What follows belongs to an exercise in optimizing a design on an open flow for small area, a short achievable clock period and few clock cycles per item; a production flow would make more cautious choices.
At most, simulation tests tie the RTL to the original design; equivalence was not proved.
Power and IR drop assume default switching activity.

// bar_graph_page_renderer_unit
module bar_graph_page_renderer_unit (
  input  wire logic  clk,
  input  wire logic  rst,
  input  wire logic         items_valid,
  output logic              items_ready,
  input  wire logic [1:0]   items_operation,
  input  wire logic [7:0]   items_sample,
  input  wire logic [1:0]   items_row,
  input  wire logic [6:0]   items_column,
  input  wire logic         cfg_valid,
  output logic              cfg_ready,
  input  wire logic [1:0]   cfg_index,
  input  wire logic [7:0]   cfg_data,
  output logic              results_valid,
  input  wire logic         results_ready,
  output logic [7:0]        results_pixel_byte,
  output logic              results_scale_valid
);
  logic [7:0] floor_value;
  logic [7:0] full_scale;
  logic       w_valid;
  logic [1:0] w_op;
  logic [7:0] w_sample;
  logic [1:0] w_row;
  logic [6:0] w_col;
  logic [7:0] n;           
  logic [6:0] a1;          
  ...
export LEC_CHECK = 0
export CAP_MARGIN = 20
export CORE_MARGIN = 2
export CORE_UTILIZATION = 40
export SLEW_MARGIN = 20
create_clock -name core_clock -period 5.0 [get_ports {clk}]
run.sh (not shown) runs the stock make flow with config.mk's settings and CLKGATE_MAP_FILE= SYNTH_SCRIPT=/design/flow/synth_recipe.tcl, a recipe that flattens the netlist after the stock synthesis.
Edit:
--- a/flow/config.mk
+++ b/flow/config.mk
@@ -10,2 +10,6 @@
 export CORE_UTILIZATION = 40
+export CTS_BUF_LIST = sky130_fd_sc_hd__clkbuf_16
+export CTS_CLUSTER_DIAMETER = 80
+export CTS_CLUSTER_SIZE = 30
+export SETUP_SLACK_MARGIN = 2.5
 export SLEW_MARGIN = 20
Clock-buffer cell count went down by 103.
Final cell count went down by a few percent.
Global-route usage went down by 0.17 points.
Fmax went up by a quarter to a third.
Edit:
--- a/flow/config.mk
+++ b/flow/config.mk
@@ -10,5 +10,5 @@
 export CORE_UTILIZATION = 40
-export CTS_BUF_LIST = sky130_fd_sc_hd__clkbuf_16
-export CTS_CLUSTER_DIAMETER = 80
-export CTS_CLUSTER_SIZE = 30
+export CTS_BUF_LIST = sky130_fd_sc_hd__clkbuf_8 sky130_fd_sc_hd__clkbuf_16
+export CTS_CLUSTER_DIAMETER = 60
+export CTS_CLUSTER_SIZE = 20
 export SETUP_SLACK_MARGIN = 2.5
After rerunning: Design area goes up by a few percent; synthesized area stays the same; clock skew is lower by 0.0099 ns; sequential share of layout area shrinks by 1.9 points; total power grows by roughly a tenth; hold slack got worse by 0.014 ns; count of clock-buffer cells in the layout goes up by 40; core utilization increases by 1.4 points; routed wire length came out higher slightly; worst setup slack is about the same.
Edit:
--- a/flow/config.mk
+++ b/flow/config.mk
@@ -10,5 +10,2 @@
 export CORE_UTILIZATION = 40
-export CTS_BUF_LIST = sky130_fd_sc_hd__clkbuf_8 sky130_fd_sc_hd__clkbuf_16
-export CTS_CLUSTER_DIAMETER = 60
-export CTS_CLUSTER_SIZE = 20
 export SETUP_SLACK_MARGIN = 2.5
=> Final area came out higher by about 3.4%. Routed wire length came out higher by about 1.1%. Clock power goes up by 32%. Via count increases by 1.4%. Combinational power hardly moves. Worst hold slack gets better by 0.0071 ns. Count of clock-buffer cells in the layout came out higher by 87. Area after synthesis is unchanged. Synthesized cell count does not change. Clock skew went up by 0.0086 ns.
Function was not checked in any run of this note: the RTL went through the layout flow alone.

* * *

== build 87 ==
Another version of the RTL of bar_graph_page_renderer_unit (not shown whole).
Size: ~2800 cells after synthesis, ~1200 flip-flops, about 46 I/O pins.
export LEC_CHECK = 0
export CAP_MARGIN = 20
export CORE_MARGIN = 2
export CORE_UTILIZATION = 40
export CTS_BUF_LIST = sky130_fd_sc_hd__clkbuf_16
export CTS_CLUSTER_DIAMETER = 70
export CTS_CLUSTER_SIZE = 25
export SETUP_SLACK_MARGIN = 2.5
export SLEW_MARGIN = 20
create_clock -name core_clock -period 5.0 [get_ports {clk}]
No stage failed in build 87, and the final checks on the layout all came back clean.
Edits applied to the flow inputs when going from build 87 to trial 96:
- swapping 2.5 for 2.7 in SETUP_SLACK_MARGIN
[summary]
Trial 96 vs build 87 — final design utilization rose 0.62 points. Diff build 87 -> trial 96 | sequential share of layout area | decrease of 0.82 points. Looking at headroom to the max-slew limit, trial 96 sits 2.6 points lower than build 87 does. Trial 96 -> build 87: number of design rule violations left after detail routing delta 0, exact match. Cell area | trial 96 vs build 87 | trial 96 larger. Going from build 87 to trial 96, first-pass GRT wire length now sits higher, clock share of power now sits lower, average routed wire per standard cell now sits higher.
No run of this note included a check of the RTL's function; only the layout flow was run.

* * *

Another version of the RTL of bar_graph_page_renderer_unit (not shown whole).
Size: about 2800 cells after synthesis, ~46 I/O pins, ~37000 sq um of cells after synthesis.
==> flow/config.mk <==
export PLATFORM = sky130hd
export DESIGN_NAME = bar_graph_page_renderer_unit
export DESIGN_NICKNAME = bar_graph_page_renderer_unit
export VERILOG_FILES = /design/flow/design.v
export SDC_FILE = /design/flow/constraint.sdc
export NUM_CORES = 4
export LEC_CHECK = 0
export CAP_MARGIN = 20
export CORE_MARGIN = 2
export CORE_UTILIZATION = 40
export CTS_BUF_LIST = sky130_fd_sc_hd__clkbuf_16
export CTS_CLUSTER_DIAMETER = 70
export CTS_CLUSTER_SIZE = 25
export SETUP_SLACK_MARGIN = 3.0
export SLEW_MARGIN = 20
==> flow/constraint.sdc <==
create_clock -name core_clock -period 5.0 [get_ports {clk}]
set_input_delay 1.0000 -clock core_clock [delete_from_list [all_inputs] [get_ports {clk}]]
set_output_delay 1.0000 -clock core_clock [all_outputs]
set_load 0.01 [all_outputs]
Testbench counts at the start, summed over its fixed seeds: cycles 10,384, items 8,192.
Rerun with:
- CTS_CLUSTER_DIAMETER: 70 -> 80
- CTS_CLUSTER_SIZE: 25 -> 30
- SETUP_SLACK_MARGIN: 3.0 -> 2.7
The changed run ran to the end with no violations.
Cell count shrinks by a few percent.
Non-clock buffer count shrinks by 108.
Flip-flop and latch count does not change.
Routed wire length shrinks by a little under a tenth.
Setup slack loses 0.058 ns.
Area after synthesis does not change.
Via count shrinks by a few percent.
Clock power shrinks by roughly a tenth.
First-iteration DRC count grows by roughly a tenth.
Clock skew stays flat.
Rerun with:
- CTS_CLUSTER_DIAMETER: 80 -> 70
- CTS_CLUSTER_SIZE: 30 -> 25
- SETUP_SLACK_MARGIN: 2.7 -> 2.5
What happened:
- area after synthesis does not change
- non-clock buffer count went down by 15
- die area stays the same
Rerun with:
- CTS_CLUSTER_DIAMETER: 70 -> 80
- CTS_CLUSTER_SIZE: 25 -> 30
- SETUP_SLACK_MARGIN: 2.5 -> 2.84
=> Count of clock-buffer cells in the layout fell by 6. Register-to-register slack is better by 0.18 ns. Worst setup slack improved by 0.21 ns. Hold slack improved by 0.0069 ns. Core utilization climbs by 1.2 points. Total power rose by 3.7%. Design area climbs by 2.8%.

* * *

== v45 ==
Starting RTL as in the previous note.
clock: 5.0 ns
lec_check: 0
cap_margin: 20
core_margin: 2
core_utilization: 40
cts_buf_list: sky130_fd_sc_hd__clkbuf_16
cts_cluster_diameter: 70
cts_cluster_size: 25
setup_slack_margin: 2.62
slew_margin: 20
Both conditions hold for v45: the flow ran to the end and the final layout passed the timing, DRC and antenna checks.
Testbench counts of v45, summed over its fixed seeds: cycles 10,384, items 8,192.
Inputs modified between v45 and v31:
Settings: SETUP_SLACK_MARGIN: 2.62 -> 2.7.
==> summary.txt <==
- There was hardly any difference in total number of multi-input combinational cells between v31 and v45.
- Comparing v31 and v45, the higher proportion of cell area occupied by multi-input gates was measured on v31.
- v31 completed; timing, DRC and antenna clean
- v31 against v45: register share of total power decreased 0.2 points; clock-pin slew on the worst setup and hold paths essentially unchanged; routed length on met3 decreased 270 um.
- v31 gives more clock skew than v45 did.
Changes in v13 relative to v31:
Settings: swapping 70 for 80 in CTS_CLUSTER_DIAMETER; swapping 25 for 30 in CTS_CLUSTER_SIZE; swapping 2.7 for 2.78 in SETUP_SLACK_MARGIN.
From v31 to v13 the numbers moved as follows: setup slack of the critical path after layout went up, clock buffer count in the final layout dropped about 15%, clock skew went up, maximum root-to-sink buffer count flat. In the reports for v13 and v31, the larger share of total power in combinational logic belongs to v13.
> inputs changed (v13 -> v18)
Settings: an added ABC_AREA of 1; a change of SETUP_SLACK_MARGIN from 2.78 to 2.7; a change of CTS_CLUSTER_DIAMETER from 80 to 70; a change of CTS_CLUSTER_SIZE from 30 to 25.
[summary]
Layout-stage area growth over the synthesis result (higher): v13. Compared with v13, in v18 global routing met1 resource utilization went up 1.5 points, number of nets in the layout went up about 37%, post-synthesis xor/xnor area fraction went down 0.40 points.

* * *

Starting RTL as in the previous note.
==> flow/design.v (excerpt) <==
module bar_graph_page_renderer_unit (
  input  wire logic  clk,
  input  wire logic  rst,
  input  wire logic         items_valid,
  output logic              items_ready,
  input  wire logic [1:0]   items_operation,
  input  wire logic [7:0]   items_sample,
  input  wire logic [1:0]   items_row,
  input  wire logic [6:0]   items_column,
  input  wire logic         cfg_valid,
  output logic              cfg_ready,
  input  wire logic [1:0]   cfg_index,
  input  wire logic [7:0]   cfg_data,
  output logic              results_valid,
  input  wire logic         results_ready,
  output logic [7:0]        results_pixel_byte,
  output logic              results_scale_valid
);
clock: 5.0 ns
lec_check: 0
cap_margin: 20
core_margin: 2
core_utilization: 40
cts_buf_list: sky130_fd_sc_hd__clkbuf_16
cts_cluster_diameter: 80
cts_cluster_size: 30
place_density: 0.75
setup_slack_margin: 2.78
slew_margin: 20
Testbench counts at the start, summed over its fixed seeds: cycles 10,384, items 8,192.
==> next run, changes <==
Settings changed: CTS_CLUSTER_DIAMETER 80 to 70, CTS_CLUSTER_SIZE 30 to 25, PLACE_DENSITY 0.75 to default, SETUP_SLACK_MARGIN 2.78 to 2.85.
Result: Clock power went up by 15%. Cell area went up by 2.6%. Synthesized cell count stays the same. Worst setup slack is better by 17 ps. First-iteration DRC count went up by 7.2%. Non-clock buffer count went up by 44. Cell count went up by 1.5%. Maximum frequency went up by 0.78%.

[port drivers added, routing unchanged]
The flow's constraints put no driver on any port. The routed layouts listed below were extracted and timed again, unchanged, in two steps. Step 1 sets driving cells, clkbuf_16 on the clock port and buf_2 on the other inputs (assumed; they add their load-dependent delay and slew). Step 2 also shifts input and output timing later by t, the mid clock arrival at the registers, as if the neighbouring blocks saw the same clock. Slacks: ideal / step 1 / step 2; pairs: ideal / step 1.
run	t (ns)	slack for setup (ns)	clock arrival spread, ns	slew at the worst register clock pin (ns)
the first run of note 1	0.762	1.731 / 1.731 / 1.020	0.103 / 0.104	0.07 / 0.07
the second run of note 1	0.734	2.478 / 2.478 / 1.966	0.056 / 0.056	0.12 / 0.12
the third run of note 1	0.736	2.475 / 2.475 / 2.040	0.047 / 0.048	0.09 / 0.09
the fourth run of note 1	0.794	2.520 / 2.520 / 2.057	0.045 / 0.046	0.06 / 0.06
build 87	0.733	2.022 / 2.022 / 1.851	0.052 / 0.052	0.10 / 0.10
trial 96	0.729	1.977 / 1.977 / 1.977	0.068 / 0.068	0.10 / 0.10
the first run of note 3	0.726	2.807 / 2.739 / 2.247	0.058 / 0.059	0.10 / 0.10
the second run of note 3	0.702	2.749 / 2.693 / 2.044	0.042 / 0.042	0.12 / 0.12
the third run of note 3	0.706	2.556 / 2.552 / 1.846	0.041 / 0.041	0.10 / 0.10
the fourth run of note 3	0.698	2.762 / 2.762 / 2.203	0.028 / 0.028	0.12 / 0.12
v45	0.726	2.662 / 2.614 / 1.965	0.035 / 0.035	0.10 / 0.10
v31	0.724	2.750 / 2.686 / 2.055	0.041 / 0.041	0.10 / 0.10
v13	0.692	2.793 / 2.771 / 2.172	0.064 / 0.063	0.11 / 0.11
v18	0.738	2.765 / 2.695 / 2.046	0.063 / 0.063	0.10 / 0.10
the first run of note 5	0.711	2.768 / 2.750 / 2.168	0.034 / 0.034	0.12 / 0.12
the second run of note 5	0.726	2.785 / 2.732 / 2.208	0.050 / 0.050	0.10 / 0.10
After both steps every run listed still meets setup and hold. For v18, which loses most, drivers alone change the setup slack by -0.070 ns; drivers and shift together by -0.719 ns.
